Source: an optimization exercise on an open RTL-to-GDS flow (aim: small area). Production flows keep margins and buffers that such runs may drop. The RTL was checked by simulation tests, not by an equivalence proof against the original design. Power is estimated from default activity; no workload was simulated.

## rv_plic_intr_coalesce
module rv_plic_intr_coalesce
#(
   parameter int unsigned NumSrc = 32,
   parameter int unsigned CntW   = rv_plic_intr_coalesce_pkg::CoalCntWDef,
   parameter int unsigned TmrW   = rv_plic_intr_coalesce_pkg::CoalTmrWDef
) (
   input  logic              clk_i,
   input  logic              rst_i,
   input  logic [NumSrc-1:0] evt_i,
   input  logic [NumSrc-1:0] en_i,
   input  logic [CntW-1:0]   thresh_i,
   input  logic [TmrW-1:0]   timeout_i,
   input  logic [NumSrc-1:0] clr_i,
   output logic [NumSrc-1:0] intr_src_o,
   output logic [NumSrc-1:0] ovf_o
);
   logic [TmrW:0] r_time;
   always_ff @(posedge clk_i) begin
      if (rst_i) r_time <= '0;
      else       r_time <= r_time + 1'b1;
   end
   logic [TmrW:0]   w_tmr_match;
   logic [1:0]      w_time_hi;
   logic [CntW-1:0] w_thresh_m1_n;
   logic            w_th_le1;
   logic            w_th_z;
   assign w_tmr_match   = r_time - {1'b0, timeout_i};
   assign w_time_hi     = r_time[TmrW:TmrW-1] + 2'd1;
   assign w_thresh_m1_n = ~(thresh_i - 1'b1);
   assign w_th_le1      = ~|thresh_i[CntW-1:1];
   assign w_th_z        = ~|thresh_i;
   for (genvar g = 0; g < NumSrc; g++) begin : g_chan
      rv_plic_intr_coalesce_chan u_chan (
         .i_clk         (clk_i),
         .i_rst         (rst_i),
  ...
For scale: roughly 880 flip-flops, ~190 I/O pins, about 41,000 um^2 of cells after synthesis.
clock: 5.0 ns
lec_check: 0
cap_margin: 20
core_margin: 2
core_utilization: 40
cts_buf_list: sky130_fd_sc_hd__clkbuf_16
cts_cluster_diameter: 100
cts_cluster_size: 24
slew_margin: 20
synth_hierarchical: 1
standard.sh (not shown) runs the stock make flow with config.mk's settings and CLKGATE_MAP_FILE= SYNTH_SCRIPT=/design/flow/synth_recipe.tcl, a recipe that flattens the netlist after the stock synthesis.
==> flow/flow/run.sh <==
#!/bin/bash
# Own layout flow: the standard flow (standard.sh) with
#  - an area-oriented ABC script for the combinational logic (synth.tcl),
#  - the smallest buffer on the input and output ports,
#  - CTS without dummy loads, with larger sink clusters of clkbuf_16.
# Each tool's output goes to the ORFS logs under orfs/logs; make's own output
# goes to flow_make.log here.
set -euo pipefail
W=$(pwd)
export OWN_ABC_SCRIPT=$W/flow/area.abc
bash standard.sh \
  SYNTH_SCRIPT=$W/flow/synth.tcl \
  "BUFFER_PORTS_ARGS=-buffer_cell sky130_fd_sc_hd__buf_1" \
  "CTS_ARGS=-sink_clustering_enable -repair_clock_nets -sink_clustering_size 24 -sink_clustering_max_diameter 100 -buf_list sky130_fd_sc_hd__clkbuf_16 -dont_use_dummy_load" \
  finish > $W/flow_make.log 2>&1
==> flow/flow/area.abc <==
&get -n
&st
&syn2
&dch -f
&nf -a
&st
&syn2
&dch -f
&nf -a
&put
==> flow/flow/synth.tcl <==
# The standard synthesis script (synth_recipe.tcl), with one change: the
# combinational mapping runs an area-oriented ABC script from this folder
# in place of ORFS's speed script. Registers, their names and cell types
# are those of the standard synthesis.
proc synth {args} { yosys synth -nofsm -noshare {*}$args }
proc abc {args} {
  set i [lsearch -exact $args -script]
  if { $i >= 0 } {
    lset args [expr { $i + 1 }] $::env(OWN_ABC_SCRIPT)
  }
  yosys abc {*}$args
}
source $::env(SCRIPTS_DIR)/synth.tcl
# left out here: clear keep_hierarchy, flatten, clean up, hide names made inside functions, write 1_2_yosys.v
The starting point produced a clean layout.
Then changed:
--- a/flow/flow/run.sh
+++ b/flow/flow/run.sh
@@ -2,4 +2,5 @@
 # Own layout flow: the standard flow (standard.sh) with
 #  - an area-oriented ABC script for the combinational logic (synth.tcl),
+#    and no separate half/full-adder cell mapping before it,
 #  - the smallest buffer on the input and output ports,
 #  - CTS without dummy loads, with larger sink clusters of clkbuf_16.
@@ -11,4 +12,5 @@
 bash standard.sh \
   SYNTH_SCRIPT=$W/flow/synth.tcl \
+  ADDER_MAP_FILE= \
   "BUFFER_PORTS_ARGS=-buffer_cell sky130_fd_sc_hd__buf_1" \
   "CTS_ARGS=-sink_clustering_enable -repair_clock_nets -sink_clustering_size 24 -sink_clustering_max_diameter 100 -buf_list sky130_fd_sc_hd__clkbuf_16 -dont_use_dummy_load" \
Result: The new run produced a clean layout; flip-flop and latch count stays the same; hold slack gains 0.027 ns; via count rose slightly; first-iteration DRC count increases slightly; synthesized cell count falls slightly; setup slack is about the same; utilization barely changes; register-to-register slack is worse by 0.05 ns; final area is lower slightly.
Then changed:
==> flow/run.sh (new file) <==
#!/bin/bash
# synth_recipe.tcl (not shown) runs the flow's synth.tcl, then flattens the netlist and writes it again
# the make line also repeats each setting of config.mk as NAME=value (left out here)
make -C /OpenROAD-flow-scripts/flow DESIGN_CONFIG=/design/flow/config.mk WORK_HOME=/design/flow/orfs CLKGATE_MAP_FILE= SYNTH_SCRIPT=/design/flow/synth_recipe.tcl finish
removed: flow/flow/run.sh
removed: flow/flow/area.abc
removed: flow/flow/synth.tcl
removed: flow/standard.sh
Core utilization went up by 0.90 points.
Via count came out higher by a few percent.
Sequential power is about the same.
Setup slack gets worse by 0.23 ns.
Global-route usage falls by 0.68 points.
Die area increases by a little under a tenth.

[re-timing with driven ports]
How much do the figures lean on ideal ports? The routed layouts below were timed once more, with nothing changed but the port constraints.
Step 1, drivers: a clkbuf_16 drives clk_i and a buf_2 each remaining input, both assumed.
Step 2 also shifts input and output timing later by t, the mid clock arrival at the registers, as if the neighbouring blocks saw the same clock.
Three values: ideal ports, drivers, drivers and shift; two values: the first two.
| run | t (ns) | setup WS [ns] | hold slack, ns | worst setup path at the end | worst data-port slew with drivers (ns) |
|---|---|---|---|---|---|
| the first run | 0.673 | 0.771 / 0.815 / 0.141 | 0.505 / 0.505 / 0.505 | input to register | 0.12 |
| the second run | 0.670 | 0.768 / 0.790 / 0.145 | 0.533 / 0.533 / 0.533 | input to register | 0.12 |
| the third run | 0.685 | 0.540 / 0.573 / -0.113 | 0.558 / 0.558 / 0.558 | input to register | 0.06 |
With both steps, setup timing fails in the third run, where it was met with ideal ports. For the third run, which loses most, drivers alone change the setup slack by +0.033 ns; drivers and shift together by -0.653 ns.
